This design comes from an exercise in tuning for small area, a short achievable clock period and few clock cycles per item on the open sky130 flow, not from production work. No functional check of the RTL was part of any run shown here. Power figures rest on the tool's default switching activity, not on a simulated workload.

## flow/design.v (module list and top-level ports; edited modules follow where they fit)
// module dsp_fa: 10 lines
// module dsp_ha: 9 lines
// module dsp_benc: 16 lines
// module dsp_xg: 10 lines
// module dsp_slice_top: 1939 lines
module dsp_slice_top (
    input  logic                 w_CLK,
    input  logic                 RSTALLCARRYIN,
    input  logic                 wb_cyc,
    input  logic                 wb_stb,
    input  logic [103:0]         wb_op,
    output logic                 wb_ack,
    output logic                 res_valid,
    output logic [52:0]          res,
    input  logic                 res_ready
);
  // ...
==> flow/flow/run.sh <==
#!/bin/bash
# The standard layout (standard.sh: the ORFS flow and synthesis), with
# the port buffers made of plain buffers instead of ORFS's default pick.
set -euo pipefail
export BUFFER_PORTS_ARGS="-buffer_cell sky130_fd_sc_hd__buf_2"
bash standard.sh > standard.log 2>&1
==> flow/standard.sh <==
#!/bin/bash
# synth_recipe.tcl (not shown) runs the flow's synth.tcl, then flattens the netlist and writes it again
# the make line also repeats each setting of config.mk as NAME=value (left out here)
make -C /OpenROAD-flow-scripts/flow DESIGN_CONFIG=/design/flow/config.mk WORK_HOME=/design/flow/orfs CLKGATE_MAP_FILE= SYNTH_SCRIPT=/design/flow/synth_recipe.tcl "${@:-finish}"
==> flow/config.mk <==
export PLATFORM = sky130hd
export DESIGN_NAME = dsp_slice_top
export DESIGN_NICKNAME = dsp_slice_top
export VERILOG_FILES = /design/flow/design.v
export SDC_FILE = /design/flow/constraint.sdc
export NUM_CORES = 4
export LEC_CHECK = 0
export CAP_MARGIN = 20
export CORE_MARGIN = 2
export CORE_UTILIZATION = 40
export SETUP_SLACK_MARGIN = 2.5
export SLEW_MARGIN = 20
export SYNTH_HIERARCHICAL = 1
export SYNTH_MINIMUM_KEEP_SIZE = 0
==> flow/constraint.sdc <==
create_clock -name core_clock -period 7.5 [get_ports {w_CLK}]
set_input_delay 1.5000 -clock core_clock [delete_from_list [all_inputs] [get_ports {w_CLK}]]
set_output_delay 1.5000 -clock core_clock [all_outputs]
set_load 0.01 [all_outputs]
==> flow_summary.json, run 1 <==
{
  "cp-end-kind": "flip-flop",
  "leakage_nw": 11.4,
  "fp.dieH_um": 252,
  "drtPass1Iterations": 9,
  "clkbuf_count": 25,
  "met2_usage_pct": 38.2,
  "final_cell_mix": "342 x xnor2_1, 315 x fa_1, 252 x a22oi_1",
  "place_inst": 3010,
  "grtUsageTotal_pct": 25.4,
  "power_frac_comb_pct": 74.2,
  "yosysTopAreaCellShare_pct": 26.7,
  "worst_slack_ns": 2.36,
  "inv_count": 53,
  "synth_area_sq_mm": 0.0245,
  "regArea_sq_mm": 0.00634,
  "status": "no timing/DRC/antenna violations",
  "core_sq_mm": 0.0605,
  "drive_above_1_share_pct": 19.2,
  "crit_top_cell": "fa_1",
  "p_int_w": 0.00759,
  "async_flop_share_pct": 0,
  "tightest_slew_ns": 0.961,
  "nFillCells": 5415,
  "arrival_ns": 5.40,
  "synth_fa_ha_area_share_pct": 30.3,
  "clock_latency_ns": 0.54
}
==> run 2: changes to the inputs <==
--- a/flow/design.v
+++ b/flow/design.v
@@ -166,16 +166,19 @@
             s1_valid <= 1'b0;
         end else if (s1_free) begin
             s1_valid <= accept;
         end
     end
     logic bo0;
     logic bt0;
     logic bn0;
+    logic bo0h;
+    logic bt0h;
+    logic bn0h;
     logic pp1;
     logic pm2;
     logic pp3;
     logic pm4;
     logic pp5;
     logic pp6;
     logic pp7;
     logic pp8;
@@ -200,16 +203,19 @@
     logic pp27;
     logic pp28;
     logic pp29;
     logic pp30;
     logic ps31;
     logic bo1;
     logic bt1;
     logic bn1;
+    logic bo1h;
+    logic bt1h;
+    logic bn1h;
     logic pp32;
     logic pm33;
     logic pp34;
     logic pm35;
     logic pp36;
     logic pp37;
     logic pp38;
     logic pp39;
@@ -234,16 +240,19 @@
     logic pp58;
     logic pp59;
     logic pp60;
     logic pp61;
     logic ps62;
     logic bo2;
     logic bt2;
     logic bn2;
+    logic bo2h;
+    logic bt2h;
+    logic bn2h;
     logic pp63;
     logic pm64;
     logic pp65;
     logic pm66;
     logic pp67;
     logic pp68;
     logic pp69;
     logic pp70;
@@ -268,16 +277,19 @@
     logic pp89;
     logic pp90;
     logic pp91;
     logic pp92;
     logic ps93;
     logic bo3;
     logic bt3;
     logic bn3;
+    logic bo3h;
+    logic bt3h;
+    logic bn3h;
     logic pp94;
     logic pm95;
     logic pp96;
     logic pm97;
     logic pp98;
     logic pp99;
     logic pp100;
     logic pp101;
@@ -302,16 +314,19 @@
     logic pp120;
     logic pp121;
     logic pp122;
     logic pp123;
     logic ps124;
     logic bo4;
     logic bt4;
     logic bn4;
+    logic bo4h;
+    logic bt4h;
+    logic bn4h;
     logic pp125;
     logic pm126;
     logic pp127;
     logic pm128;
     logic pp129;
     logic pp130;
     logic pp131;
     logic pp132;
@@ -336,16 +351,19 @@
     logic pp151;
     logic pp152;
     logic pp153;
     logic pp154;
     logic ps155;
     logic bo5;
     logic bt5;
     logic bn5;
+    logic bo5h;
+    logic bt5h;
+    logic bn5h;
     logic pp156;
     logic pm157;
     logic pp158;
     logic pm159;
     logic pp160;
     logic pp161;
     logic pp162;
     logic pp163;
@@ -370,16 +388,19 @@
     logic pp182;
     logic pp183;
     logic pp184;
     logic pp185;
     logic ps186;
     logic bo6;
     logic bt6;
     logic bn6;
+    logic bo6h;
+    logic bt6h;
+    logic bn6h;
     logic pp187;
     logic pm188;
     logic pp189;
     logic pm190;
     logic pp191;
     logic pp192;
     logic pp193;
     logic pp194;
@@ -404,16 +425,19 @@
     logic pp213;
     logic pp214;
     logic pp215;
     logic pp216;
     logic ps217;
     logic bo7;
     logic bt7;
     logic bn7;
+    logic bo7h;
+    logic bt7h;
+    logic bn7h;
     logic pp218;
     logic pm219;
     logic pp220;
     logic pm221;
     logic pp222;
     logic pp223;
     logic pp224;
     logic pp225;
@@ -438,16 +462,19 @@
     logic pp244;
     logic pp245;
     logic pp246;
     logic pp247;
     logic ps248;
     logic bo8;
     logic bt8;
     logic bn8;
+    logic bo8h;
+    logic bt8h;
+    logic bn8h;
     logic pp249;
     logic pm250;
     logic pp251;
     logic pm252;
     logic pp253;
     logic pm254;
     logic pp255;
     logic pm256;
@@ -910,272 +937,281 @@
     logic s713;
     logic c714;
     logic s715;
     logic c716;
     logic s717;
     logic c718;
     logic s719;
     dsp_benc u_be0 (.x_sel(x_sel), .sub(sub), .b1(b[1]), .b0(b[0]), .bm(1'b0), .one(bo0), .two(bt0), .neg(bn0));
+    dsp_benc u_be0h (.x_sel(x_sel), .sub(sub), .b1(b[1]), .b0(b[0]), .bm(1'b0), .one(bo0h), .two(bt0h), .neg(bn0h));
     assign pp1 = (bo0 & am[0]) ^ bn0;
     assign pm2 = pp1 | xab[0];
     assign pp3 = ((bo0 & am[1]) | (bt0 & am[0])) ^ bn0;
     assign pm4 = pp3 | xab[1];
     assign pp5 = ((bo0 & am[2]) | (bt0 & am[1])) ^ bn0;
     assign pp6 = ((bo0 & am[3]) | (bt0 & am[2])) ^ bn0;
     assign pp7 = ((bo0 & am[4]) | (bt0 & am[3])) ^ bn0;
     assign pp8 = ((bo0 & am[5]) | (bt0 & am[4])) ^ bn0;
     assign pp9 = ((bo0 & am[6]) | (bt0 & am[5])) ^ bn0;
     assign pp10 = ((bo0 & am[7]) | (bt0 & am[6])) ^ bn0;
     assign pp11 = ((bo0 & am[8]) | (bt0 & am[7])) ^ bn0;
     assign pp12 = ((bo0 & am[9]) | (bt0 & am[8])) ^ bn0;
     assign pp13 = ((bo0 & am[10]) | (bt0 & am[9])) ^ bn0;
     assign pp14 = ((bo0 & am[11]) | (bt0 & am[10])) ^ bn0;
     assign pp15 = ((bo0 & am[12]) | (bt0 & am[11])) ^ bn0;
     assign pp16 = ((bo0 & am[13]) | (bt0 & am[12])) ^ bn0;
-    assign pp17 = ((bo0 & am[14]) | (bt0 & am[13])) ^ bn0;
-    assign pp18 = ((bo0 & am[15]) | (bt0 & am[14])) ^ bn0;
-    assign pp19 = ((bo0 & am[16]) | (bt0 & am[15])) ^ bn0;
-    assign pp20 = ((bo0 & am[17]) | (bt0 & am[16])) ^ bn0;
-    assign pp21 = ((bo0 & am[18]) | (bt0 & am[17])) ^ bn0;
-    assign pp22 = ((bo0 & am[19]) | (bt0 & am[18])) ^ bn0;
-    assign pp23 = ((bo0 & am[20]) | (bt0 & am[19])) ^ bn0;
-    assign pp24 = ((bo0 & am[21]) | (bt0 & am[20])) ^ bn0;
-    assign pp25 = ((bo0 & am[22]) | (bt0 & am[21])) ^ bn0;
-    assign pp26 = ((bo0 & am[23]) | (bt0 & am[22])) ^ bn0;
-    assign pp27 = ((bo0 & am[24]) | (bt0 & am[23])) ^ bn0;
-    assign pp28 = ((bo0 & am[25]) | (bt0 & am[24])) ^ bn0;
-    assign pp29 = ((bo0 & am[26]) | (bt0 & am[25])) ^ bn0;
-    assign pp30 = ((bo0 & am[26]) | (bt0 & am[26])) ^ bn0;
+    assign pp17 = ((bo0h & am[14]) | (bt0h & am[13])) ^ bn0h;
+    assign pp18 = ((bo0h & am[15]) | (bt0h & am[14])) ^ bn0h;
+    assign pp19 = ((bo0h & am[16]) | (bt0h & am[15])) ^ bn0h;
+    assign pp20 = ((bo0h & am[17]) | (bt0h & am[16])) ^ bn0h;
+    assign pp21 = ((bo0h & am[18]) | (bt0h & am[17])) ^ bn0h;
+    assign pp22 = ((bo0h & am[19]) | (bt0h & am[18])) ^ bn0h;
+    assign pp23 = ((bo0h & am[20]) | (bt0h & am[19])) ^ bn0h;
+    assign pp24 = ((bo0h & am[21]) | (bt0h & am[20])) ^ bn0h;
+    assign pp25 = ((bo0h & am[22]) | (bt0h & am[21])) ^ bn0h;
+    assign pp26 = ((bo0h & am[23]) | (bt0h & am[22])) ^ bn0h;
+    assign pp27 = ((bo0h & am[24]) | (bt0h & am[23])) ^ bn0h;
+    assign pp28 = ((bo0h & am[25]) | (bt0h & am[24])) ^ bn0h;
+    assign pp29 = ((bo0h & am[26]) | (bt0h & am[25])) ^ bn0h;
+    assign pp30 = ((bo0h & am[26]) | (bt0h & am[26])) ^ bn0h;
     assign ps31 = ~pp30;
     dsp_benc u_be1 (.x_sel(x_sel), .sub(sub), .b1(b[3]), .b0(b[2]), .bm(b[1]), .one(bo1), .two(bt1), .neg(bn1));
+    dsp_benc u_be1h (.x_sel(x_sel), .sub(sub), .b1(b[3]), .b0(b[2]), .bm(b[1]), .one(bo1h), .two(bt1h), .neg(bn1h));
     assign pp32 = (bo1 & am[0]) ^ bn1;
     assign pm33 = pp32 | xab[2];
     assign pp34 = ((bo1 & am[1]) | (bt1 & am[0])) ^ bn1;
     assign pm35 = pp34 | xab[3];
     assign pp36 = ((bo1 & am[2]) | (bt1 & am[1])) ^ bn1;
     assign pp37 = ((bo1 & am[3]) | (bt1 & am[2])) ^ bn1;
     assign pp38 = ((bo1 & am[4]) | (bt1 & am[3])) ^ bn1;
     assign pp39 = ((bo1 & am[5]) | (bt1 & am[4])) ^ bn1;
     assign pp40 = ((bo1 & am[6]) | (bt1 & am[5])) ^ bn1;
     assign pp41 = ((bo1 & am[7]) | (bt1 & am[6])) ^ bn1;
     assign pp42 = ((bo1 & am[8]) | (bt1 & am[7])) ^ bn1;
     assign pp43 = ((bo1 & am[9]) | (bt1 & am[8])) ^ bn1;
     assign pp44 = ((bo1 & am[10]) | (bt1 & am[9])) ^ bn1;
     assign pp45 = ((bo1 & am[11]) | (bt1 & am[10])) ^ bn1;
     assign pp46 = ((bo1 & am[12]) | (bt1 & am[11])) ^ bn1;
     assign pp47 = ((bo1 & am[13]) | (bt1 & am[12])) ^ bn1;
-    assign pp48 = ((bo1 & am[14]) | (bt1 & am[13])) ^ bn1;
-    assign pp49 = ((bo1 & am[15]) | (bt1 & am[14])) ^ bn1;
-    assign pp50 = ((bo1 & am[16]) | (bt1 & am[15])) ^ bn1;
-    assign pp51 = ((bo1 & am[17]) | (bt1 & am[16])) ^ bn1;
-    assign pp52 = ((bo1 & am[18]) | (bt1 & am[17])) ^ bn1;
-    assign pp53 = ((bo1 & am[19]) | (bt1 & am[18])) ^ bn1;
-    assign pp54 = ((bo1 & am[20]) | (bt1 & am[19])) ^ bn1;
-    assign pp55 = ((bo1 & am[21]) | (bt1 & am[20])) ^ bn1;
-    assign pp56 = ((bo1 & am[22]) | (bt1 & am[21])) ^ bn1;
-    assign pp57 = ((bo1 & am[23]) | (bt1 & am[22])) ^ bn1;
-    assign pp58 = ((bo1 & am[24]) | (bt1 & am[23])) ^ bn1;
-    assign pp59 = ((bo1 & am[25]) | (bt1 & am[24])) ^ bn1;
-    assign pp60 = ((bo1 & am[26]) | (bt1 & am[25])) ^ bn1;
-    assign pp61 = ((bo1 & am[26]) | (bt1 & am[26])) ^ bn1;
+    assign pp48 = ((bo1h & am[14]) | (bt1h & am[13])) ^ bn1h;
+    assign pp49 = ((bo1h & am[15]) | (bt1h & am[14])) ^ bn1h;
+    assign pp50 = ((bo1h & am[16]) | (bt1h & am[15])) ^ bn1h;
+    assign pp51 = ((bo1h & am[17]) | (bt1h & am[16])) ^ bn1h;
+    assign pp52 = ((bo1h & am[18]) | (bt1h & am[17])) ^ bn1h;
+    assign pp53 = ((bo1h & am[19]) | (bt1h & am[18])) ^ bn1h;
+    assign pp54 = ((bo1h & am[20]) | (bt1h & am[19])) ^ bn1h;
+    assign pp55 = ((bo1h & am[21]) | (bt1h & am[20])) ^ bn1h;
+    assign pp56 = ((bo1h & am[22]) | (bt1h & am[21])) ^ bn1h;
+    assign pp57 = ((bo1h & am[23]) | (bt1h & am[22])) ^ bn1h;
+    assign pp58 = ((bo1h & am[24]) | (bt1h & am[23])) ^ bn1h;
+    assign pp59 = ((bo1h & am[25]) | (bt1h & am[24])) ^ bn1h;
+    assign pp60 = ((bo1h & am[26]) | (bt1h & am[25])) ^ bn1h;
+    assign pp61 = ((bo1h & am[26]) | (bt1h & am[26])) ^ bn1h;
     assign ps62 = ~pp61;
     dsp_benc u_be2 (.x_sel(x_sel), .sub(sub), .b1(b[5]), .b0(b[4]), .bm(b[3]), .one(bo2), .two(bt2), .neg(bn2));
+    dsp_benc u_be2h (.x_sel(x_sel), .sub(sub), .b1(b[5]), .b0(b[4]), .bm(b[3]), .one(bo2h), .two(bt2h), .neg(bn2h));
     assign pp63 = (bo2 & am[0]) ^ bn2;
     assign pm64 = pp63 | xab[4];
     assign pp65 = ((bo2 & am[1]) | (bt2 & am[0])) ^ bn2;
     assign pm66 = pp65 | xab[5];
     assign pp67 = ((bo2 & am[2]) | (bt2 & am[1])) ^ bn2;
     assign pp68 = ((bo2 & am[3]) | (bt2 & am[2])) ^ bn2;
     assign pp69 = ((bo2 & am[4]) | (bt2 & am[3])) ^ bn2;
     assign pp70 = ((bo2 & am[5]) | (bt2 & am[4])) ^ bn2;
     assign pp71 = ((bo2 & am[6]) | (bt2 & am[5])) ^ bn2;
     assign pp72 = ((bo2 & am[7]) | (bt2 & am[6])) ^ bn2;
     assign pp73 = ((bo2 & am[8]) | (bt2 & am[7])) ^ bn2;
     assign pp74 = ((bo2 & am[9]) | (bt2 & am[8])) ^ bn2;
     assign pp75 = ((bo2 & am[10]) | (bt2 & am[9])) ^ bn2;
     assign pp76 = ((bo2 & am[11]) | (bt2 & am[10])) ^ bn2;
     assign pp77 = ((bo2 & am[12]) | (bt2 & am[11])) ^ bn2;
     assign pp78 = ((bo2 & am[13]) | (bt2 & am[12])) ^ bn2;
-    assign pp79 = ((bo2 & am[14]) | (bt2 & am[13])) ^ bn2;
-    assign pp80 = ((bo2 & am[15]) | (bt2 & am[14])) ^ bn2;
-    assign pp81 = ((bo2 & am[16]) | (bt2 & am[15])) ^ bn2;
-    assign pp82 = ((bo2 & am[17]) | (bt2 & am[16])) ^ bn2;
-    assign pp83 = ((bo2 & am[18]) | (bt2 & am[17])) ^ bn2;
-    assign pp84 = ((bo2 & am[19]) | (bt2 & am[18])) ^ bn2;
-    assign pp85 = ((bo2 & am[20]) | (bt2 & am[19])) ^ bn2;
-    assign pp86 = ((bo2 & am[21]) | (bt2 & am[20])) ^ bn2;
-    assign pp87 = ((bo2 & am[22]) | (bt2 & am[21])) ^ bn2;
-    assign pp88 = ((bo2 & am[23]) | (bt2 & am[22])) ^ bn2;
-    assign pp89 = ((bo2 & am[24]) | (bt2 & am[23])) ^ bn2;
-    assign pp90 = ((bo2 & am[25]) | (bt2 & am[24])) ^ bn2;
-    assign pp91 = ((bo2 & am[26]) | (bt2 & am[25])) ^ bn2;
-    assign pp92 = ((bo2 & am[26]) | (bt2 & am[26])) ^ bn2;
+    assign pp79 = ((bo2h & am[14]) | (bt2h & am[13])) ^ bn2h;
+    assign pp80 = ((bo2h & am[15]) | (bt2h & am[14])) ^ bn2h;
+    assign pp81 = ((bo2h & am[16]) | (bt2h & am[15])) ^ bn2h;
+    assign pp82 = ((bo2h & am[17]) | (bt2h & am[16])) ^ bn2h;
+    assign pp83 = ((bo2h & am[18]) | (bt2h & am[17])) ^ bn2h;
+    assign pp84 = ((bo2h & am[19]) | (bt2h & am[18])) ^ bn2h;
+    assign pp85 = ((bo2h & am[20]) | (bt2h & am[19])) ^ bn2h;
+    assign pp86 = ((bo2h & am[21]) | (bt2h & am[20])) ^ bn2h;
+    assign pp87 = ((bo2h & am[22]) | (bt2h & am[21])) ^ bn2h;
+    assign pp88 = ((bo2h & am[23]) | (bt2h & am[22])) ^ bn2h;
+    assign pp89 = ((bo2h & am[24]) | (bt2h & am[23])) ^ bn2h;
+    assign pp90 = ((bo2h & am[25]) | (bt2h & am[24])) ^ bn2h;
+    assign pp91 = ((bo2h & am[26]) | (bt2h & am[25])) ^ bn2h;
+    assign pp92 = ((bo2h & am[26]) | (bt2h & am[26])) ^ bn2h;
     assign ps93 = ~pp92;
     dsp_benc u_be3 (.x_sel(x_sel), .sub(sub), .b1(b[7]), .b0(b[6]), .bm(b[5]), .one(bo3), .two(bt3), .neg(bn3));
+    dsp_benc u_be3h (.x_sel(x_sel), .sub(sub), .b1(b[7]), .b0(b[6]), .bm(b[5]), .one(bo3h), .two(bt3h), .neg(bn3h));
     assign pp94 = (bo3 & am[0]) ^ bn3;
     assign pm95 = pp94 | xab[6];
     assign pp96 = ((bo3 & am[1]) | (bt3 & am[0])) ^ bn3;
     assign pm97 = pp96 | xab[7];
     assign pp98 = ((bo3 & am[2]) | (bt3 & am[1])) ^ bn3;
     assign pp99 = ((bo3 & am[3]) | (bt3 & am[2])) ^ bn3;
     assign pp100 = ((bo3 & am[4]) | (bt3 & am[3])) ^ bn3;
     assign pp101 = ((bo3 & am[5]) | (bt3 & am[4])) ^ bn3;
     assign pp102 = ((bo3 & am[6]) | (bt3 & am[5])) ^ bn3;
     assign pp103 = ((bo3 & am[7]) | (bt3 & am[6])) ^ bn3;
     assign pp104 = ((bo3 & am[8]) | (bt3 & am[7])) ^ bn3;
     assign pp105 = ((bo3 & am[9]) | (bt3 & am[8])) ^ bn3;
     assign pp106 = ((bo3 & am[10]) | (bt3 & am[9])) ^ bn3;
     assign pp107 = ((bo3 & am[11]) | (bt3 & am[10])) ^ bn3;
     assign pp108 = ((bo3 & am[12]) | (bt3 & am[11])) ^ bn3;
     assign pp109 = ((bo3 & am[13]) | (bt3 & am[12])) ^ bn3;
-    assign pp110 = ((bo3 & am[14]) | (bt3 & am[13])) ^ bn3;
-    assign pp111 = ((bo3 & am[15]) | (bt3 & am[14])) ^ bn3;
-    assign pp112 = ((bo3 & am[16]) | (bt3 & am[15])) ^ bn3;
-    assign pp113 = ((bo3 & am[17]) | (bt3 & am[16])) ^ bn3;
-    assign pp114 = ((bo3 & am[18]) | (bt3 & am[17])) ^ bn3;
-    assign pp115 = ((bo3 & am[19]) | (bt3 & am[18])) ^ bn3;
-    assign pp116 = ((bo3 & am[20]) | (bt3 & am[19])) ^ bn3;
-    assign pp117 = ((bo3 & am[21]) | (bt3 & am[20])) ^ bn3;
-    assign pp118 = ((bo3 & am[22]) | (bt3 & am[21])) ^ bn3;
-    assign pp119 = ((bo3 & am[23]) | (bt3 & am[22])) ^ bn3;
-    assign pp120 = ((bo3 & am[24]) | (bt3 & am[23])) ^ bn3;
-    assign pp121 = ((bo3 & am[25]) | (bt3 & am[24])) ^ bn3;
-    assign pp122 = ((bo3 & am[26]) | (bt3 & am[25])) ^ bn3;
-    assign pp123 = ((bo3 & am[26]) | (bt3 & am[26])) ^ bn3;
+    assign pp110 = ((bo3h & am[14]) | (bt3h & am[13])) ^ bn3h;
+    assign pp111 = ((bo3h & am[15]) | (bt3h & am[14])) ^ bn3h;
+    assign pp112 = ((bo3h & am[16]) | (bt3h & am[15])) ^ bn3h;
+    assign pp113 = ((bo3h & am[17]) | (bt3h & am[16])) ^ bn3h;
+    assign pp114 = ((bo3h & am[18]) | (bt3h & am[17])) ^ bn3h;
+    assign pp115 = ((bo3h & am[19]) | (bt3h & am[18])) ^ bn3h;
+    assign pp116 = ((bo3h & am[20]) | (bt3h & am[19])) ^ bn3h;
+    assign pp117 = ((bo3h & am[21]) | (bt3h & am[20])) ^ bn3h;
+    assign pp118 = ((bo3h & am[22]) | (bt3h & am[21])) ^ bn3h;
+    assign pp119 = ((bo3h & am[23]) | (bt3h & am[22])) ^ bn3h;
+    assign pp120 = ((bo3h & am[24]) | (bt3h & am[23])) ^ bn3h;
+    assign pp121 = ((bo3h & am[25]) | (bt3h & am[24])) ^ bn3h;
+    assign pp122 = ((bo3h & am[26]) | (bt3h & am[25])) ^ bn3h;
+    assign pp123 = ((bo3h & am[26]) | (bt3h & am[26])) ^ bn3h;
     assign ps124 = ~pp123;
     dsp_benc u_be4 (.x_sel(x_sel), .sub(sub), .b1(b[9]), .b0(b[8]), .bm(b[7]), .one(bo4), .two(bt4), .neg(bn4));
+    dsp_benc u_be4h (.x_sel(x_sel), .sub(sub), .b1(b[9]), .b0(b[8]), .bm(b[7]), .one(bo4h), .two(bt4h), .neg(bn4h));
     assign pp125 = (bo4 & am[0]) ^ bn4;
     assign pm126 = pp125 | xab[8];
     assign pp127 = ((bo4 & am[1]) | (bt4 & am[0])) ^ bn4;
     assign pm128 = pp127 | xab[9];
     assign pp129 = ((bo4 & am[2]) | (bt4 & am[1])) ^ bn4;
     assign pp130 = ((bo4 & am[3]) | (bt4 & am[2])) ^ bn4;
     assign pp131 = ((bo4 & am[4]) | (bt4 & am[3])) ^ bn4;
     assign pp132 = ((bo4 & am[5]) | (bt4 & am[4])) ^ bn4;
     assign pp133 = ((bo4 & am[6]) | (bt4 & am[5])) ^ bn4;
     assign pp134 = ((bo4 & am[7]) | (bt4 & am[6])) ^ bn4;
     assign pp135 = ((bo4 & am[8]) | (bt4 & am[7])) ^ bn4;
     assign pp136 = ((bo4 & am[9]) | (bt4 & am[8])) ^ bn4;
     assign pp137 = ((bo4 & am[10]) | (bt4 & am[9])) ^ bn4;
     assign pp138 = ((bo4 & am[11]) | (bt4 & am[10])) ^ bn4;
     assign pp139 = ((bo4 & am[12]) | (bt4 & am[11])) ^ bn4;
     assign pp140 = ((bo4 & am[13]) | (bt4 & am[12])) ^ bn4;
-    assign pp141 = ((bo4 & am[14]) | (bt4 & am[13])) ^ bn4;
-    assign pp142 = ((bo4 & am[15]) | (bt4 & am[14])) ^ bn4;
-    assign pp143 = ((bo4 & am[16]) | (bt4 & am[15])) ^ bn4;
-    assign pp144 = ((bo4 & am[17]) | (bt4 & am[16])) ^ bn4;
-    assign pp145 = ((bo4 & am[18]) | (bt4 & am[17])) ^ bn4;
-    assign pp146 = ((bo4 & am[19]) | (bt4 & am[18])) ^ bn4;
-    assign pp147 = ((bo4 & am[20]) | (bt4 & am[19])) ^ bn4;
-    assign pp148 = ((bo4 & am[21]) | (bt4 & am[20])) ^ bn4;
-    assign pp149 = ((bo4 & am[22]) | (bt4 & am[21])) ^ bn4;
-    assign pp150 = ((bo4 & am[23]) | (bt4 & am[22])) ^ bn4;
-    assign pp151 = ((bo4 & am[24]) | (bt4 & am[23])) ^ bn4;
-    assign pp152 = ((bo4 & am[25]) | (bt4 & am[24])) ^ bn4;
-    assign pp153 = ((bo4 & am[26]) | (bt4 & am[25])) ^ bn4;
-    assign pp154 = ((bo4 & am[26]) | (bt4 & am[26])) ^ bn4;
+    assign pp141 = ((bo4h & am[14]) | (bt4h & am[13])) ^ bn4h;
+    assign pp142 = ((bo4h & am[15]) | (bt4h & am[14])) ^ bn4h;
+    assign pp143 = ((bo4h & am[16]) | (bt4h & am[15])) ^ bn4h;
+    assign pp144 = ((bo4h & am[17]) | (bt4h & am[16])) ^ bn4h;
+    assign pp145 = ((bo4h & am[18]) | (bt4h & am[17])) ^ bn4h;
+    assign pp146 = ((bo4h & am[19]) | (bt4h & am[18])) ^ bn4h;
+    assign pp147 = ((bo4h & am[20]) | (bt4h & am[19])) ^ bn4h;
+    assign pp148 = ((bo4h & am[21]) | (bt4h & am[20])) ^ bn4h;
+    assign pp149 = ((bo4h & am[22]) | (bt4h & am[21])) ^ bn4h;
+    assign pp150 = ((bo4h & am[23]) | (bt4h & am[22])) ^ bn4h;
+    assign pp151 = ((bo4h & am[24]) | (bt4h & am[23])) ^ bn4h;
+    assign pp152 = ((bo4h & am[25]) | (bt4h & am[24])) ^ bn4h;
+    assign pp153 = ((bo4h & am[26]) | (bt4h & am[25])) ^ bn4h;
+    assign pp154 = ((bo4h & am[26]) | (bt4h & am[26])) ^ bn4h;
     assign ps155 = ~pp154;
     dsp_benc u_be5 (.x_sel(x_sel), .sub(sub), .b1(b[11]), .b0(b[10]), .bm(b[9]), .one(bo5), .two(bt5), .neg(bn5));
+    dsp_benc u_be5h (.x_sel(x_sel), .sub(sub), .b1(b[11]), .b0(b[10]), .bm(b[9]), .one(bo5h), .two(bt5h), .neg(bn5h));
     assign pp156 = (bo5 & am[0]) ^ bn5;
     assign pm157 = pp156 | xab[10];
     assign pp158 = ((bo5 & am[1]) | (bt5 & am[0])) ^ bn5;
     assign pm159 = pp158 | xab[11];
     assign pp160 = ((bo5 & am[2]) | (bt5 & am[1])) ^ bn5;
     assign pp161 = ((bo5 & am[3]) | (bt5 & am[2])) ^ bn5;
     assign pp162 = ((bo5 & am[4]) | (bt5 & am[3])) ^ bn5;
     assign pp163 = ((bo5 & am[5]) | (bt5 & am[4])) ^ bn5;
     assign pp164 = ((bo5 & am[6]) | (bt5 & am[5])) ^ bn5;
     assign pp165 = ((bo5 & am[7]) | (bt5 & am[6])) ^ bn5;
     assign pp166 = ((bo5 & am[8]) | (bt5 & am[7])) ^ bn5;
     assign pp167 = ((bo5 & am[9]) | (bt5 & am[8])) ^ bn5;
     assign pp168 = ((bo5 & am[10]) | (bt5 & am[9])) ^ bn5;
     assign pp169 = ((bo5 & am[11]) | (bt5 & am[10])) ^ bn5;
     assign pp170 = ((bo5 & am[12]) | (bt5 & am[11])) ^ bn5;
     assign pp171 = ((bo5 & am[13]) | (bt5 & am[12])) ^ bn5;
-    assign pp172 = ((bo5 & am[14]) | (bt5 & am[13])) ^ bn5;
-    assign pp173 = ((bo5 & am[15]) | (bt5 & am[14])) ^ bn5;
-    assign pp174 = ((bo5 & am[16]) | (bt5 & am[15])) ^ bn5;
-    assign pp175 = ((bo5 & am[17]) | (bt5 & am[16])) ^ bn5;
-    assign pp176 = ((bo5 & am[18]) | (bt5 & am[17])) ^ bn5;
-    assign pp177 = ((bo5 & am[19]) | (bt5 & am[18])) ^ bn5;
-    assign pp178 = ((bo5 & am[20]) | (bt5 & am[19])) ^ bn5;
-    assign pp179 = ((bo5 & am[21]) | (bt5 & am[20])) ^ bn5;
-    assign pp180 = ((bo5 & am[22]) | (bt5 & am[21])) ^ bn5;
-    assign pp181 = ((bo5 & am[23]) | (bt5 & am[22])) ^ bn5;
-    assign pp182 = ((bo5 & am[24]) | (bt5 & am[23])) ^ bn5;
-    assign pp183 = ((bo5 & am[25]) | (bt5 & am[24])) ^ bn5;
-    assign pp184 = ((bo5 & am[26]) | (bt5 & am[25])) ^ bn5;
-    assign pp185 = ((bo5 & am[26]) | (bt5 & am[26])) ^ bn5;
+    assign pp172 = ((bo5h & am[14]) | (bt5h & am[13])) ^ bn5h;
+    assign pp173 = ((bo5h & am[15]) | (bt5h & am[14])) ^ bn5h;
+    assign pp174 = ((bo5h & am[16]) | (bt5h & am[15])) ^ bn5h;
+    assign pp175 = ((bo5h & am[17]) | (bt5h & am[16])) ^ bn5h;
+    assign pp176 = ((bo5h & am[18]) | (bt5h & am[17])) ^ bn5h;
+    assign pp177 = ((bo5h & am[19]) | (bt5h & am[18])) ^ bn5h;
+    assign pp178 = ((bo5h & am[20]) | (bt5h & am[19])) ^ bn5h;
+    assign pp179 = ((bo5h & am[21]) | (bt5h & am[20])) ^ bn5h;
+    assign pp180 = ((bo5h & am[22]) | (bt5h & am[21])) ^ bn5h;
+    assign pp181 = ((bo5h & am[23]) | (bt5h & am[22])) ^ bn5h;
+    assign pp182 = ((bo5h & am[24]) | (bt5h & am[23])) ^ bn5h;
+    assign pp183 = ((bo5h & am[25]) | (bt5h & am[24])) ^ bn5h;
+    assign pp184 = ((bo5h & am[26]) | (bt5h & am[25])) ^ bn5h;
+    assign pp185 = ((bo5h & am[26]) | (bt5h & am[26])) ^ bn5h;
     assign ps186 = ~pp185;
     dsp_benc u_be6 (.x_sel(x_sel), .sub(sub), .b1(b[13]), .b0(b[12]), .bm(b[11]), .one(bo6), .two(bt6), .neg(bn6));
+    dsp_benc u_be6h (.x_sel(x_sel), .sub(sub), .b1(b[13]), .b0(b[12]), .bm(b[11]), .one(bo6h), .two(bt6h), .neg(bn6h));
     assign pp187 = (bo6 & am[0]) ^ bn6;
     assign pm188 = pp187 | xab[12];
     assign pp189 = ((bo6 & am[1]) | (bt6 & am[0])) ^ bn6;
     assign pm190 = pp189 | xab[13];
     assign pp191 = ((bo6 & am[2]) | (bt6 & am[1])) ^ bn6;
     assign pp192 = ((bo6 & am[3]) | (bt6 & am[2])) ^ bn6;
     assign pp193 = ((bo6 & am[4]) | (bt6 & am[3])) ^ bn6;
     assign pp194 = ((bo6 & am[5]) | (bt6 & am[4])) ^ bn6;
     assign pp195 = ((bo6 & am[6]) | (bt6 & am[5])) ^ bn6;
     assign pp196 = ((bo6 & am[7]) | (bt6 & am[6])) ^ bn6;
     assign pp197 = ((bo6 & am[8]) | (bt6 & am[7])) ^ bn6;
     assign pp198 = ((bo6 & am[9]) | (bt6 & am[8])) ^ bn6;
     assign pp199 = ((bo6 & am[10]) | (bt6 & am[9])) ^ bn6;
     assign pp200 = ((bo6 & am[11]) | (bt6 & am[10])) ^ bn6;
     assign pp201 = ((bo6 & am[12]) | (bt6 & am[11])) ^ bn6;
     assign pp202 = ((bo6 & am[13]) | (bt6 & am[12])) ^ bn6;
-    assign pp203 = ((bo6 & am[14]) | (bt6 & am[13])) ^ bn6;
-    assign pp204 = ((bo6 & am[15]) | (bt6 & am[14])) ^ bn6;
-    assign pp205 = ((bo6 & am[16]) | (bt6 & am[15])) ^ bn6;
-    assign pp206 = ((bo6 & am[17]) | (bt6 & am[16])) ^ bn6;
-    assign pp207 = ((bo6 & am[18]) | (bt6 & am[17])) ^ bn6;
-    assign pp208 = ((bo6 & am[19]) | (bt6 & am[18])) ^ bn6;
-    assign pp209 = ((bo6 & am[20]) | (bt6 & am[19])) ^ bn6;
-    assign pp210 = ((bo6 & am[21]) | (bt6 & am[20])) ^ bn6;
-    assign pp211 = ((bo6 & am[22]) | (bt6 & am[21])) ^ bn6;
-    assign pp212 = ((bo6 & am[23]) | (bt6 & am[22])) ^ bn6;
-    assign pp213 = ((bo6 & am[24]) | (bt6 & am[23])) ^ bn6;
-    assign pp214 = ((bo6 & am[25]) | (bt6 & am[24])) ^ bn6;
-    assign pp215 = ((bo6 & am[26]) | (bt6 & am[25])) ^ bn6;
-    assign pp216 = ((bo6 & am[26]) | (bt6 & am[26])) ^ bn6;
+    assign pp203 = ((bo6h & am[14]) | (bt6h & am[13])) ^ bn6h;
+    assign pp204 = ((bo6h & am[15]) | (bt6h & am[14])) ^ bn6h;
+    assign pp205 = ((bo6h & am[16]) | (bt6h & am[15])) ^ bn6h;
+    assign pp206 = ((bo6h & am[17]) | (bt6h & am[16])) ^ bn6h;
+    assign pp207 = ((bo6h & am[18]) | (bt6h & am[17])) ^ bn6h;
+    assign pp208 = ((bo6h & am[19]) | (bt6h & am[18])) ^ bn6h;
+    assign pp209 = ((bo6h & am[20]) | (bt6h & am[19])) ^ bn6h;
+    assign pp210 = ((bo6h & am[21]) | (bt6h & am[20])) ^ bn6h;
+    assign pp211 = ((bo6h & am[22]) | (bt6h & am[21])) ^ bn6h;
+    assign pp212 = ((bo6h & am[23]) | (bt6h & am[22])) ^ bn6h;
+    assign pp213 = ((bo6h & am[24]) | (bt6h & am[23])) ^ bn6h;
+    assign pp214 = ((bo6h & am[25]) | (bt6h & am[24])) ^ bn6h;
+    assign pp215 = ((bo6h & am[26]) | (bt6h & am[25])) ^ bn6h;
+    assign pp216 = ((bo6h & am[26]) | (bt6h & am[26])) ^ bn6h;
     assign ps217 = ~pp216;
     dsp_benc u_be7 (.x_sel(x_sel), .sub(sub), .b1(b[15]), .b0(b[14]), .bm(b[13]), .one(bo7), .two(bt7), .neg(bn7));
+    dsp_benc u_be7h (.x_sel(x_sel), .sub(sub), .b1(b[15]), .b0(b[14]), .bm(b[13]), .one(bo7h), .two(bt7h), .neg(bn7h));
     assign pp218 = (bo7 & am[0]) ^ bn7;
     assign pm219 = pp218 | xab[14];
     assign pp220 = ((bo7 & am[1]) | (bt7 & am[0])) ^ bn7;
     assign pm221 = pp220 | xab[15];
     assign pp222 = ((bo7 & am[2]) | (bt7 & am[1])) ^ bn7;
     assign pp223 = ((bo7 & am[3]) | (bt7 & am[2])) ^ bn7;
     assign pp224 = ((bo7 & am[4]) | (bt7 & am[3])) ^ bn7;
     assign pp225 = ((bo7 & am[5]) | (bt7 & am[4])) ^ bn7;
     assign pp226 = ((bo7 & am[6]) | (bt7 & am[5])) ^ bn7;
     assign pp227 = ((bo7 & am[7]) | (bt7 & am[6])) ^ bn7;
     assign pp228 = ((bo7 & am[8]) | (bt7 & am[7])) ^ bn7;
     assign pp229 = ((bo7 & am[9]) | (bt7 & am[8])) ^ bn7;
     assign pp230 = ((bo7 & am[10]) | (bt7 & am[9])) ^ bn7;
     assign pp231 = ((bo7 & am[11]) | (bt7 & am[10])) ^ bn7;
     assign pp232 = ((bo7 & am[12]) | (bt7 & am[11])) ^ bn7;
     assign pp233 = ((bo7 & am[13]) | (bt7 & am[12])) ^ bn7;
-    assign pp234 = ((bo7 & am[14]) | (bt7 & am[13])) ^ bn7;
-    assign pp235 = ((bo7 & am[15]) | (bt7 & am[14])) ^ bn7;
-    assign pp236 = ((bo7 & am[16]) | (bt7 & am[15])) ^ bn7;
-    assign pp237 = ((bo7 & am[17]) | (bt7 & am[16])) ^ bn7;
-    assign pp238 = ((bo7 & am[18]) | (bt7 & am[17])) ^ bn7;
-    assign pp239 = ((bo7 & am[19]) | (bt7 & am[18])) ^ bn7;
-    assign pp240 = ((bo7 & am[20]) | (bt7 & am[19])) ^ bn7;
-    assign pp241 = ((bo7 & am[21]) | (bt7 & am[20])) ^ bn7;
-    assign pp242 = ((bo7 & am[22]) | (bt7 & am[21])) ^ bn7;
-    assign pp243 = ((bo7 & am[23]) | (bt7 & am[22])) ^ bn7;
-    assign pp244 = ((bo7 & am[24]) | (bt7 & am[23])) ^ bn7;
-    assign pp245 = ((bo7 & am[25]) | (bt7 & am[24])) ^ bn7;
-    assign pp246 = ((bo7 & am[26]) | (bt7 & am[25])) ^ bn7;
-    assign pp247 = ((bo7 & am[26]) | (bt7 & am[26])) ^ bn7;
+    assign pp234 = ((bo7h & am[14]) | (bt7h & am[13])) ^ bn7h;
+    assign pp235 = ((bo7h & am[15]) | (bt7h & am[14])) ^ bn7h;
+    assign pp236 = ((bo7h & am[16]) | (bt7h & am[15])) ^ bn7h;
+    assign pp237 = ((bo7h & am[17]) | (bt7h & am[16])) ^ bn7h;
+    assign pp238 = ((bo7h & am[18]) | (bt7h & am[17])) ^ bn7h;
+    assign pp239 = ((bo7h & am[19]) | (bt7h & am[18])) ^ bn7h;
+    assign pp240 = ((bo7h & am[20]) | (bt7h & am[19])) ^ bn7h;
+    assign pp241 = ((bo7h & am[21]) | (bt7h & am[20])) ^ bn7h;
+    assign pp242 = ((bo7h & am[22]) | (bt7h & am[21])) ^ bn7h;
+    assign pp243 = ((bo7h & am[23]) | (bt7h & am[22])) ^ bn7h;
+    assign pp244 = ((bo7h & am[24]) | (bt7h & am[23])) ^ bn7h;
+    assign pp245 = ((bo7h & am[25]) | (bt7h & am[24])) ^ bn7h;
+    assign pp246 = ((bo7h & am[26]) | (bt7h & am[25])) ^ bn7h;
+    assign pp247 = ((bo7h & am[26]) | (bt7h & am[26])) ^ bn7h;
     assign ps248 = ~pp247;
     dsp_benc u_be8 (.x_sel(x_sel), .sub(sub), .b1(b[17]), .b0(b[16]), .bm(b[15]), .one(bo8), .two(bt8), .neg(bn8));
+    dsp_benc u_be8h (.x_sel(x_sel), .sub(sub), .b1(b[17]), .b0(b[16]), .bm(b[15]), .one(bo8h), .two(bt8h), .neg(bn8h));
     assign pp249 = (bo8 & am[0]) ^ bn8;
     assign pm250 = pp249 | xab[16];
     assign pp251 = ((bo8 & am[1]) | (bt8 & am[0])) ^ bn8;
     assign pm252 = pp251 | xab[17];
     assign pp253 = ((bo8 & am[2]) | (bt8 & am[1])) ^ bn8;
     assign pm254 = pp253 | xab[18];
     assign pp255 = ((bo8 & am[3]) | (bt8 & am[2])) ^ bn8;
     assign pm256 = pp255 | xab[19];
@@ -1194,43 +1230,43 @@
     assign pp269 = ((bo8 & am[10]) | (bt8 & am[9])) ^ bn8;
     assign pm270 = pp269 | xab[26];
     assign pp271 = ((bo8 & am[11]) | (bt8 & am[10])) ^ bn8;
     assign pm272 = pp271 | xab[27];
     assign pp273 = ((bo8 & am[12]) | (bt8 & am[11])) ^ bn8;
     assign pm274 = pp273 | xab[28];
     assign pp275 = ((bo8 & am[13]) | (bt8 & am[12])) ^ bn8;
     assign pm276 = pp275 | xab[29];
-    assign pp277 = ((bo8 & am[14]) | (bt8 & am[13])) ^ bn8;
+    assign pp277 = ((bo8h & am[14]) | (bt8h & am[13])) ^ bn8h;
     assign pm278 = pp277 | xab[30];
-    assign pp279 = ((bo8 & am[15]) | (bt8 & am[14])) ^ bn8;
+    assign pp279 = ((bo8h & am[15]) | (bt8h & am[14])) ^ bn8h;
     assign pm280 = pp279 | xab[31];
-    assign pp281 = ((bo8 & am[16]) | (bt8 & am[15])) ^ bn8;
+    assign pp281 = ((bo8h & am[16]) | (bt8h & am[15])) ^ bn8h;
     assign pm282 = pp281 | xab[32];
-    assign pp283 = ((bo8 & am[17]) | (bt8 & am[16])) ^ bn8;
+    assign pp283 = ((bo8h & am[17]) | (bt8h & am[16])) ^ bn8h;
     assign pm284 = pp283 | xab[33];
-    assign pp285 = ((bo8 & am[18]) | (bt8 & am[17])) ^ bn8;
+    assign pp285 = ((bo8h & am[18]) | (bt8h & am[17])) ^ bn8h;
     assign pm286 = pp285 | xab[34];
-    assign pp287 = ((bo8 & am[19]) | (bt8 & am[18])) ^ bn8;
+    assign pp287 = ((bo8h & am[19]) | (bt8h & am[18])) ^ bn8h;
     assign pm288 = pp287 | xab[35];
-    assign pp289 = ((bo8 & am[20]) | (bt8 & am[19])) ^ bn8;
+    assign pp289 = ((bo8h & am[20]) | (bt8h & am[19])) ^ bn8h;
     assign pm290 = pp289 | xab[36];
-    assign pp291 = ((bo8 & am[21]) | (bt8 & am[20])) ^ bn8;
+    assign pp291 = ((bo8h & am[21]) | (bt8h & am[20])) ^ bn8h;
     assign pm292 = pp291 | xab[37];
-    assign pp293 = ((bo8 & am[22]) | (bt8 & am[21])) ^ bn8;
+    assign pp293 = ((bo8h & am[22]) | (bt8h & am[21])) ^ bn8h;
     assign pm294 = pp293 | xab[38];
-    assign pp295 = ((bo8 & am[23]) | (bt8 & am[22])) ^ bn8;
+    assign pp295 = ((bo8h & am[23]) | (bt8h & am[22])) ^ bn8h;
     assign pm296 = pp295 | xab[39];
-    assign pp297 = ((bo8 & am[24]) | (bt8 & am[23])) ^ bn8;
+    assign pp297 = ((bo8h & am[24]) | (bt8h & am[23])) ^ bn8h;
     assign pm298 = pp297 | xab[40];
-    assign pp299 = ((bo8 & am[25]) | (bt8 & am[24])) ^ bn8;
+    assign pp299 = ((bo8h & am[25]) | (bt8h & am[24])) ^ bn8h;
     assign pm300 = pp299 | xab[41];
-    assign pp301 = ((bo8 & am[26]) | (bt8 & am[25])) ^ bn8;
+    assign pp301 = ((bo8h & am[26]) | (bt8h & am[25])) ^ bn8h;
     assign pm302 = pp301 | xab[42];
-    assign pp303 = ((bo8 & am[26]) | (bt8 & am[26])) ^ bn8;
+    assign pp303 = ((bo8h & am[26]) | (bt8h & am[26])) ^ bn8h;
     assign ps304 = ~pp303;
     assign s305 = ~ps31;
     assign s306 = ~pp60;
     assign s307 = ~pp91;
     assign s308 = ~pp122;
     assign s309 = ~pp153;
     assign s310 = ~pp184;
     assign s311 = ~pp215;
@@ -1556,26 +1592,73 @@
             q_pz  <= pz;
             q_zp  <= z_p & ~pz;
             q_zsh <= z_sh & ~pz;
             q_sub <= sub;
             q_yc  <= y_c;
             q_yo  <= y_ones;
             q_zc  <= z_c;
             q_n8  <= bn8;
-            q_c   <= c;
+            q_c[0] <= c[0];
+            q_c[1] <= c[1];
+            q_c[2] <= c[2];
+            q_c[3] <= c[3];
+            q_c[4] <= c[4];
+            q_c[5] <= c[5];
+            q_c[6] <= c[6];
+            q_c[7] <= c[7];
+            q_c[8] <= c[8];
+            q_c[9] <= c[9];
+            q_c[10] <= c[10];
+            q_c[11] <= c[11];
+            q_c[12] <= c[12];
+            q_c[13] <= c[13];
+            q_c[14] <= c[14];
+            q_c[15] <= c[15];
+            q_c[16] <= c[16];
+            q_c[17] <= c[17];
+            q_c[18] <= c[18];
+            q_c[19] <= c[19];
+            q_c[20] <= c[20];
+            q_c[21] <= c[21];
+            q_c[22] <= c[22];
+            q_c[23] <= c[23];
+            q_c[24] <= c[24];
+            q_c[25] <= c[25];
+            q_c[26] <= c[26];
+            q_c[27] <= c[27];
+            q_c[28] <= c[28];
+            q_c[29] <= c[29];
+            q_c[30] <= c[30];
+            q_c[31] <= c[31];
+            q_c[32] <= c[32];
+            q_c[33] <= c[33];
+            q_c[34] <= c[34];
+            q_c[35] <= c[35];
+            q_c[36] <= c[36];
+            q_c[37] <= c[37];
+            q_c[38] <= c[38];
+            q_c[39] <= c[39];
+            q_c[40] <= c[40];
+            q_c[41] <= c[41];
+            q_c[42] <= c[42];
+            q_c[43] <= c[43];
+            q_c[44] <= c[44];
+            q_c[45] <= c[45];
+            q_c[46] <= c[46];
+            q_c[47] <= c[47];
         end
     end
     logic [47:0] p_q, p_sh, xprow, zprow;
     logic        co_q, pdp_q, pbdp_q;
     assign p_sh  = {{17{p_q[47]}}, p_q[47:17]};
     logic [47:0] yprow;
     assign xprow = {48{q_xp}} & (p_q ^ {48{q_sub}}) | {48{q_xo}} | {31'd0, q_n8, 16'd0};
     assign yprow = ({48{q_yc}} & q_c | {48{q_yo}}) ^ {48{q_sub}};
-    assign zprow = {48{q_zc}} & q_c | {48{q_zp}} & p_q | {48{q_zsh}} & p_sh;
+    assign zprow = {48{q_zc}} & q_c & 48'hffffffffffff | {48{q_zp}} & p_q | {48{q_zsh}} & p_sh;
     logic s720;
     logic c721;
     logic s722;
     logic c723;
     logic s724;
     logic c725;
     logic s726;
     logic c727;
==> run 2 against run 1 <==
Sequential cell count did not move. Wire length fell by 2.8%. First-iteration DRC count fell by 8.0%. Power fell by 4.6%. Count of clock-buffer cells in the layout rose by 4. Synthesized cell count rose by 2.8%. Combinational power fell by 8%. Critical path depth fell by 1. Clock power rose by 23%. Hold slack got worse by 0.047 ns. Global-route usage fell by 0.68 points. Still clean. Synthesized area rose by 1.8%.
==> flow_summary.json, run 2 <==
{
  "worstPathMaxFanout": 6,
  "fin_skew_ns": 0.0184,
  "cts_buffer_depth": 3,
  "dp_hpwl_um": 59700,
  "rsz0062_at_grt": "yes",
  "synth_area_sq_mm": 0.0250,
  "dieArea_sq_mm": 0.0645,
  "cts.htree.levels": 1,
  "layout-area-overhead-vs-synth_pct": 12.5,
  "ant_nets": 0,
  "synthDistinctLibCells": 69,
  "final_cell_mix": "359 x xnor2_1, 322 x fa_1, 252 x a22oi_1",
  "arrival_ns": 5.37,
  "yosysMostFrequentCell": "xnor2_1",
  "diodes": 0,
  "core_sq_mm": 0.0617,
  "grt_max_degree": 90,
  "grt_pass1_vias": 19185,
  "cts_buffers": 24,
  "ys_seq_elements": 212,
  "wl_um": 80800,
  "status": "no timing/DRC/antenna violations",
  "gr-usage-met3_pct": 3.38,
  "cts.sinks": 212,
  "fp.dieH_um": 254,
  "synth_common_cells": "360 x xnor2_1, 327 x fa_1, 253 x a22oi_1",
  "leakage_nw": 11.2,
  "utilization_pct": 45.5,
  "tightest_slew_ns": 0.918,
  "drc": 0,
  "cts_tree": "done",
  "placed_area_sq_mm": 0.0265,
  "vias": 18894,
  "setup_tns_ns": 0,
  "vias_per_cell": 5.88,
  "drive_above_1_share_pct": 15.3,
  "maxCapViolCount": 0,
  "synth_area_leaders": "fa_1 26%, edfxtp_1 25%, xnor2_1 13%",
  "grt_busiest_layer": "met2",
  "grt_pass1_wl_um": 121000,
  "yosysTopAreaCell": "fa_1",
  "relSlewSlack_pct": 38.8,
  "crit_required_ns": 7.79,
  "synth-edff-count": 209,
  "initial_core_util_pct": 40.5,
  "stdcell_count": 3215,
  "finalNetCount": 2868,
  "place_inst": 3146,
  "synth_flop_cell": "edfxtp_1",
  "max_freq_mhz": 197,
  "critPathLaunchType": "flip-flop",
  "rows": 91,
  "hold_violations": 0,
  "die_x_um": 254,
  "p_per_area_mw_per_mm2": 496,
  "path_class": "flip-flop to flip-flop",
  "fin_area_sq_mm": 0.0281,
  "setup_violations": 0,
  "synth.avg_cell_area_sq_um": 10.9,
  "gp_congestion": 0.984,
  "met2_usage_pct": 38.3,
  "ys.warnings.count": 7,
  "ys_seq_area_share_pct": 25.4,
  "post_drt_wl_per_cell_um": 25.1,
  "overflow": 0,
  "clk_pin_slew_ns": 0.07,
  "min_path_type": "flip-flop to flip-flop",
  "final_common_cell": "xnor2_1",
  "slew_viol_final": 0,
  "clock_latency_ns": 0.54,
  "grt_use_met1_pct": 35.6,
  "async_flop_share_pct": 0,
  "port_buffers": 163,
  "drtPass1Iterations": 8,
  "io_pins": 164,
  "yosysTopAreaCellShare_pct": 26.2,
  "largestRegisters": "q0 (50), q1 (50)",
  "grt_antenna_before_repair": 1,
  "first_iter_violations": 1970,
  "cts-root-buf": "clkbuf_16",
  "worst-r2r-cell-count": 17,
  "grtUsageTotal_pct": 24.7,
  "hold_depth": 1,
  "post-route-period-util_pct": 67.8,
  "cp-end-kind": "flip-flop",
  "reg2reg_setup_slack_ns": 2.42,
  "synthCells": 2287,
  "period_needed_ns": 5.08,
  "vdd_ir_drop_max_v": 0.000341
}
==> run 2: cell count changes after synthesis <==
| cell | change |
|---|---|
| buf_1 | -18 |
| nor2_1 | +18 |
| xnor2_1 | +18 |
| a21oi_1 | +9 |
| clkbuf_1 | +9 |
| nand2b_1 | +9 |
| nand3b_1 | +9 |
| or3b_1 | +9 |
==> run 2: logic make-up (layout without fill, tap and decap cells) <==
family          count (synthesis)  count (layout)  synth area share, %
compound gates                597             597                 16.9
xor+xnor                      466             466                 16.3
fa+ha+maj                     399             399                 29.8
simple gates                  362             362                 7.56
buf+inv                       249             335                 3.98
flops                         212             212                 25.4
other cells                     1               6               0.0150
mux                             1               1               0.0401
==> run 2: per-module statistics from Yosys, one instance, submodules excluded <==
module         flip-flops and latches  cells inside  times used
dsp_slice_top                     212          1688           1
dsp_benc                            0             8          18
dsp_xg                              0            18           6
dsp_ha                              0             1          21
dsp_fa                              0             1         326
==> run 2: repair_timing <==
| action | CTS | global route |
|---|---|---|
| hold buffers | 0 | 0 |
| setup buffers | 18 | 5 |
| pin swaps | 14 | 18 |
| gates cloned | 2 | 0 |
| endpoints found under the setup margin | 67 | 31 |
| gates resized for setup | 61 | 43 |
==> run 2: final cells by class <==
| class | instances | area, sq um |
|---|---|---|
| Clock inverter | 15 | 168 |
| Clock buffer | 29 | 641 |
| Tap cell | 837 | 1050 |
| Timing Repair Buffer | 238 | 1500 |
| Sequential cell | 212 | 6340 |
| Fill cell | 5734 | 33600 |
| Multi-Input combinational cell | 1831 | 18200 |
| Inverter | 53 | 199 |
==> run 2: per-stage QoR <==
step | setup WS [ns] | power (W) | hold WS, ns
after floorplan | 2.51 | 0.00906 | 0.454
after global placement | 1.51 | 0.0115 | 0.542
after detailed placement | 1.55 | 0.0116 | 0.553
after CTS | 2.42 | 0.0133 | 0.566
after global routing | 2.25 | 0.0150 | 0.602
final | 2.42 | 0.0139 | 0.561
==> run 2: final timing paths <==
path / start / endpoint
worst max-delay path: q_sub$_DFFE_PP_ / co_q$_DFFE_PP_
worst min-delay path: q_pz$_DFFE_PP_ / pbdp_q$_DFFE_PP_
worst max register to register: q_sub$_DFFE_PP_ / co_q$_DFFE_PP_
worst min register to register: q_pz$_DFFE_PP_ / pbdp_q$_DFFE_PP_
==> run 2: per-layer routing <==
layer	vias to the layer above	share of wire, %
met1	9601	44
met5	-	0.016
met2	943	45
li1	8216	-
met3	132	7.9
met4	2	3.4
==> run 2: power by group <==
| group | leakage, nW | total [W] | switching (W) | internal, W |
|---|---|---|---|---|
| combinational | 8.63 | 0.00999 | 0.00569 | 0.00430 |
| clock | 0.392 | 0.00123 | 0.000508 | 0.000717 |
| sequential | 2.22 | 0.00271 | 0.000505 | 0.00220 |
==> run 2: critical path: stages, from the launching register on <==
cell and delay (ns):
edfxtp_1 0.38, buf_6 0.15, buf_12 0.13, xor2_1 0.14
a21o_1 0.21, fa_2 0.36, fa_2 0.54, fa_1 0.44
ha_4 0.26, a211oi_2 0.23, o211ai_1 0.19, a211o_1 0.33
and3_4 0.20, o2111ai_4 0.27, a2111oi_4 0.11, o31a_1 0.32
or3_1 0.30, a311o_1 0.27
==> run 3: changes to the inputs <==
--- a/flow/config.mk
+++ b/flow/config.mk
@@ -9,3 +9,3 @@
 export CORE_MARGIN = 2
-export CORE_UTILIZATION = 40
+export CORE_UTILIZATION = 50
 export SETUP_SLACK_MARGIN = 2.5
==> run 3 against run 2 <==
Cell area shrank 1.0%. Fmax shrank 0.16%. Critical path depth is the same. Clock power shrank 9.8%. Hold slack lost 0.0087 ns. Global-route usage grew 5.4 points. Sequential power is essentially flat. Critical path type unchanged. Power is essentially flat. Critical endpoint unchanged. Clock skew grew 0.0077 ns. Register-to-register slack is essentially flat. First-iteration DRC count grew 11%.
==> flow_summary.json, run 3 <==
{
  "synth_flop_cell": "edfxtp_1",
  "cts_buffers": 23,
  "synth.avg_cell_area_sq_um": 10.9,
  "synth-edff-count": 209,
  "cp-end-kind": "flip-flop",
  "relSlewSlack_pct": 29.5,
  "drive_above_1_share_pct": 15.4,
  "drc": 0,
  "synth_area_leaders": "fa_1 26%, edfxtp_1 25%, xnor2_1 13%",
  "p_sw_share_pct": 48.5,
  "grt_max_degree": 82,
  "leakage_nw": 11.2,
  "switching_power_w": 0.00675,
  "core_sq_mm": 0.0492,
  "initial_core_util_pct": 50.8,
  "stdcell_count": 3046,
  "slew_viol_final": 0,
  "die_x_um": 228,
  "rows": 81,
  "cpLargestDelayFamily": "compound AO/OA/AOI/OAI gates",
  "yosysMostFrequentCell": "xnor2_1",
  "final_common_cell": "xnor2_1",
  "layout-area-overhead-vs-synth_pct": 11.3,
  "ys_seq_area_share_pct": 25.4,
  "max_freq_mhz": 196,
  "p_per_area_mw_per_mm2": 501,
  "setup_tns_ns": 0,
  "critPathLaunchType": "flip-flop",
  "vias": 18875,
  "grt_antenna_before_repair": 1,
  "cpMaxStageDelayCell": "fa_1",
  "place_inst": 2973,
  "fin_skew_ns": 0.0260,
  "clkPwrFrac_pct": 7.9,
  "p_int_w": 0.00718,
  "final_cell_mix": "360 x xnor2_1, 323 x fa_1, 252 x a22oi_1",
  "crit_top_cell": "fa_1",
  "ys_seq_elements": 212,
  "synthCells": 2287,
  "finalNetCount": 2873,
  "grt_pass1_wl_um": 117000,
  "ant_nets": 0,
  "largestRegisters": "q0 (50), q1 (50)",
  "port_buffers": 163,
  "postCtsHoldBufs": 0,
  "cts_tree": "done",
  "overflow": 0,
  "pwr-share-seq_pct": 19.4,
  "clk_pin_slew_ns": 0.07,
  "synth_area_sq_mm": 0.0250,
  "dieArea_sq_mm": 0.0518,
  "cts.htree.levels": 1,
  "crit_required_ns": 7.80,
  "gp_congestion": 0.944,
  "tightest_slew_ns": 1.06,
  "hold_violations": 0,
  "clock_latency_ns": 0.56,
  "min_path_type": "flip-flop to flip-flop",
  "first_iter_violations": 2179,
  "grtUsageTotal_pct": 30.1,
  "status": "no timing/DRC/antenna violations",
  "synthDistinctLibCells": 69,
  "io_pins": 164,
  "power_frac_comb_pct": 72.6,
  "synth_common_cells": "360 x xnor2_1, 327 x fa_1, 253 x a22oi_1",
  "critPathMaxStageDelay_ns": 0.55,
  "drtPass1Iterations": 6,
  "ys.warnings.count": 7,
  "post_drt_wl_per_cell_um": 25.4,
  "wl_um": 77400,
  "period_needed_ns": 5.09,
  "maxCapViolCount": 0,
  "grt_pass1_vias": 18742,
  "setup_violations": 0,
  "cts_buffer_depth": 3,
  "worstPathMaxFanout": 7,
  "vias_per_cell": 6.20,
  "path_class": "flip-flop to flip-flop",
  "fp.dieH_um": 228,
  "yosysTopAreaCellShare_pct": 26.2,
  "yosysTopAreaCell": "fa_1",
  "dp_hpwl_um": 56800,
  "arrival_ns": 5.39,
  "rsz0062_at_grt": "yes",
  "vdd_ir_drop_max_v": 0.000386,
  "diodes": 0,
  "async_flop_share_pct": 0,
  "cp.buffers_inverters": 2,
  "cts.sinks": 212,
  "post-route-period-util_pct": 67.9,
  "cts-root-buf": "clkbuf_16",
  "cp_cell_sequence": "buf_12 -> buf_4 -> xor2_1 -> a21o_1 -> fa_1 -> fa_1 -> fa_1 -> ha_4 -> o211ai_1 -> o211ai_1 -> a211o_1 -> and3_4 -> o2111ai_4 -> a2111oi_2 -> o31a_1 -> or3_1 -> a311o_1"
}
[run 3: changes by cell type in the layout (fill, tap and decap cells not counted), sizes merged]
cell,delta
inv,-1
clkbuf,-4
bufbuf,-2
bufinv,-2
clkinv,+3
clkinvlp,+2
buf,+8
[run 3: kinds of logic (layout without fill, tap and decap cells)]
kind of cell	Yosys count	in the layout	share of synthesized area (%)
fa+ha+maj	399	399	29.8
compound gates	597	597	16.9
mux	1	1	0.0401
flops	212	212	25.4
buf+inv	249	339	3.98
other cells	1	6	0.0150
simple gates	362	362	7.56
xor+xnor	466	466	16.3
[run 3: worst paths after layout]
kind,startpoint,endpoint,slack [ns],cells after the start
setup / recovery,q_sub$_DFFE_PP_,co_q$_DFFE_PP_,2.41,17
hold / removal,q_pz$_DFFE_PP_,pdp_q$_DFFE_PP_,0.55,1
setup reg to reg,q_sub$_DFFE_PP_,co_q$_DFFE_PP_,2.41,17
hold reg to reg,q_pz$_DFFE_PP_,pdp_q$_DFFE_PP_,0.55,1
[run 3: per-stage QoR]
stage,power [W],hold WS [ns],worst slack (ns),area [sq um],utilization (%)
floorplan,0.00906,0.454,2.51,25000,-
global placement,0.0116,0.543,1.48,26300,53.4
detailed placement,0.0116,0.543,1.50,26300,53.5
CTS,0.0135,0.554,2.43,27500,56.0
global route,0.0150,0.588,2.24,27800,56.6
finish,0.0139,0.553,2.41,27800,56.6
[run 3: repair_timing]
item / CTS / global route
gates resized for setup: 74 / 41
buffers inserted: 20 / 11
setup endpoints to repair: 79 / 40
pin swaps: 14 / 9
[run 3: layer usage]
layer | vias to the layer above | global-route usage (%) | wire length [um] | share of wire (%)
met1 | 9674 | 45.3 | 34900 | 45
li1 | 8243 | - | - | -
met5 | - | 0 | 0 | 0
met4 | 0 | 6.14 | 1420 | 1.8
met2 | 879 | 46.8 | 35100 | 45
met3 | 79 | 3.90 | 5980 | 7.7
[run 3: Yosys stat by module, one instance, submodules excluded]
module	copies in the design	area, sq um
dsp_fa	326	20.0
dsp_slice_top	1	16600
dsp_ha	21	12.5
dsp_benc	18	52.6
dsp_xg	6	115
[run 3: power groups by stage]
stage / registers, W / clock network (W) / logic, W
2_1_floorplan: 0.00250 / 0 / 0.00656
3_3_place_gp: 0.00274 / 0 / 0.00883
3_5_place_dp: 0.00273 / 0 / 0.00889
4_1_cts: 0.00271 / 0.00113 / 0.00968
5_1_grt: 0.00273 / 0.00117 / 0.0111
6_report: 0.00270 / 0.00111 / 0.0101
[run 3: final cells by class]
class	count	area (sq um)
inverter	53	199
timing repair buffer	244	1490
fill	4195	21300
multi-input combinational	1831	18200
clock buffer	25	583
tap	664	831
sequential	212	6340
clock inverter	17	134
==> run 4: changes to the inputs <==
--- a/flow/config.mk
+++ b/flow/config.mk
@@ -9,4 +9,4 @@
 export CORE_MARGIN = 2
-export CORE_UTILIZATION = 50
-export SETUP_SLACK_MARGIN = 2.5
+export CORE_UTILIZATION = 40
+export SETUP_SLACK_MARGIN = 2.8
 export SLEW_MARGIN = 20
==> run 4 against run 3 <==
Core utilization fell by 9.1 points. Critical path depth shrank 1. Worst setup slack worse by 0.013 ns. Die area is 25% higher. Global-route usage down 5.4 points. Critical path type unchanged. Critical endpoint unchanged. Largest cell class unchanged. Highest routed layer unchanged.
==> flow_summary.json, run 4 <==
{
  "setup_tns_ns": 0,
  "async_flop_share_pct": 0,
  "yosysTopAreaCellShare_pct": 26.2,
  "cts_buffers": 23,
  "ys_seq_elements": 212,
  "crit_path_start": "q_sub$_DFFE_PP_",
  "setup_violations": 0,
  "worst_slack_ns": 2.39,
  "layout-area-overhead-vs-synth_pct": 17.4,
  "relSlewSlack_pct": 34.1,
  "die_x_um": 254,
  "rr_startpoint": "q_sub$_DFFE_PP_",
  "overflow": 0,
  "wl_um": 82400,
  "p_per_area_mw_per_mm2": 518,
  "utilization_pct": 47.5,
  "drc": 0,
  "leakage_nw": 11.6,
  "rows": 91,
  "dp_hpwl_um": 58400,
  "cp-end-kind": "flip-flop",
  "synth.avg_cell_area_sq_um": 10.9,
  "vias": 19362,
  "initial_core_util_pct": 40.5,
  "crit_required_ns": 7.79,
  "post-route-period-util_pct": 68.1,
  "crit_path_end": "co_q$_DFFE_PP_",
  "yosysTopAreaCell": "fa_1",
  "placed_area_sq_mm": 0.0265,
  "hold_violations": 0,
  "critPathLaunchType": "flip-flop",
  "synth_flop_cell": "edfxtp_1",
  "worstPathMaxFanout": 18,
  "synth-edff-count": 209,
  "post_drt_wl_per_cell_um": 25.2,
  "core_sq_mm": 0.0617,
  "grt_antenna_before_repair": 0,
  "cts.htree.levels": 1,
  "fin_skew_ns": 0.0181,
  "multi_input_area_sq_mm": 0.0188,
  "worst-r2r-cell-count": 16,
  "final_common_cell": "xnor2_1",
  "synthCells": 2287,
  "io_pins": 164,
  "rsz0062_at_grt": "yes",
  "arrival_ns": 5.40,
  "nFillCells": 5616,
  "finalNetCount": 2930,
  "dieArea_sq_mm": 0.0645,
  "slew_viol_final": 0,
  "max_freq_mhz": 196,
  "synthDistinctLibCells": 69,
  "grt_pass1_vias": 19190,
  "drtPass1Iterations": 8,
  "reg2reg_setup_slack_ns": 2.39,
  "synth_area_leaders": "fa_1 26%, edfxtp_1 25%, xnor2_1 13%",
  "status": "no timing/DRC/antenna violations",
  "regArea_sq_mm": 0.00634,
  "largestRegisters": "q0 (50), q1 (50)",
  "yosysMostFrequentCell": "xnor2_1",
  "tightest_slew_ns": 0.975,
  "clk_pin_slew_ns": 0.07,
  "ys_seq_area_share_pct": 25.4,
  "synth_common_cells": "360 x xnor2_1, 327 x fa_1, 253 x a22oi_1",
  "maxCapViolCount": 0,
  "ys.warnings.count": 7,
  "fp.dieH_um": 254,
  "grtUsageTotal_pct": 24.7,
  "preCtsSetupSlack_ns": 1.54,
  "clock_latency_ns": 0.55,
  "period_needed_ns": 5.11
}
run 4: cell counts after synthesis:
Identical to the previous run, type by type.
run 4: modules after synthesis (local to each module, per instance):
module	cell area, sq um	cells inside
dsp_slice_top	16600	1688
dsp_xg	115	18
dsp_benc	52.6	8
dsp_fa	20.0	1
dsp_ha	12.5	1
run 4: worst min-delay path by stage:
stage / from / end / slack [ns] / depth (start not counted)
floorplan: first_q$_SDFFE_PP1P_ / q_pz$_DFFE_PP_ / 0.45 / 0
global placement: q_pz$_DFFE_PP_ / pdp_q$_DFFE_PP_ / 0.55 / 1
detailed placement: q_pz$_DFFE_PP_ / pbdp_q$_DFFE_PP_ / 0.55 / 1
CTS: q_pz$_DFFE_PP_ / pbdp_q$_DFFE_PP_ / 0.56 / 1
global route: q_pz$_DFFE_PP_ / pbdp_q$_DFFE_PP_ / 0.57 / 1
finish: q_pz$_DFFE_PP_ / pbdp_q$_DFFE_PP_ / 0.56 / 1
run 4: stage by stage:
| step | hold slack, ns | instances |
|---|---|---|
| floorplan | 0.454 | 2292 |
| global placement | 0.550 | 3138 |
| detailed placement | 0.547 | 3138 |
| CTS | 0.556 | 3224 |
| global route | 0.571 | 3275 |
| finish | 0.558 | 3276 |
run 4: final cells by class:
type	instances	share of cell area (%)
antenna	1	0.00854
inverter	53	0.679
timing repair buffer	301	7.87
clock inverter	17	0.333
clock buffer	24	1.98
multi-input combinational	1831	64.0
sequential	212	21.6
tap	837	3.57
run 4: critical path, cell delays in order (launching register included):
cell and delay (ns):
edfxtp_1 0.41, buf_6 0.16, buf_16 0.17, xor2_1 0.16
a211o_1 0.32, fa_2 0.36, fa_1 0.46, fa_1 0.57
ha_4 0.23, a21oi_4 0.17, o21ai_2 0.10, or3_4 0.42
o2111ai_4 0.28, a2111oi_4 0.11, o31a_1 0.35, or3_1 0.31
a311o_1 0.26
run 4: cells by family (layout without fill, tap and decap cells):
kind of cell               Yosys count  in the layout  share of synthesized area [%]
buffers and inverters              249            395                           3.98
muxes                                1              1                         0.0401
AOI/OAI and AO/OA                  597            597                           16.9
other                                1              7                         0.0150
adders and majority gates          399            399                           29.8
xor gates and xnor gates           466            466                           16.3
and+or+nand+nor                    362            362                           7.56
DFF                                212            212                           25.4
run 4: power breakdown:
| group | leakage, nW | total [W] | internal, W | switching [W] |
|---|---|---|---|---|
| clock | 0.328 | 0.00105 | 0.000563 | 0.000489 |
| sequential | 2.22 | 0.00271 | 0.00220 | 0.000507 |
| combinational | 9.09 | 0.0114 | 0.00519 | 0.00622 |
run 4: layer usage:
layer,track usage (%),share of wire (%)
met4,6.47,2.6
met5,0,0
met2,38.0,44
met1,36.2,44
met3,4.07,9.0
run 4: timing repair:
action,4_1_cts,5_1_grt
pin swaps,28,38
setup endpoints to repair,91,66
setup buffers,44,47
resized for setup,178,45
cloned,1,4
hold buffers,0,0

Check on run 4: ideal ports give 2.394 ns setup slack; a clkbuf_16 on the clock port and buf_2 on the inputs give 2.394 ns; moving port delays by the midpoint clock arrival (0.590 ns) as well gives 2.272 ns.
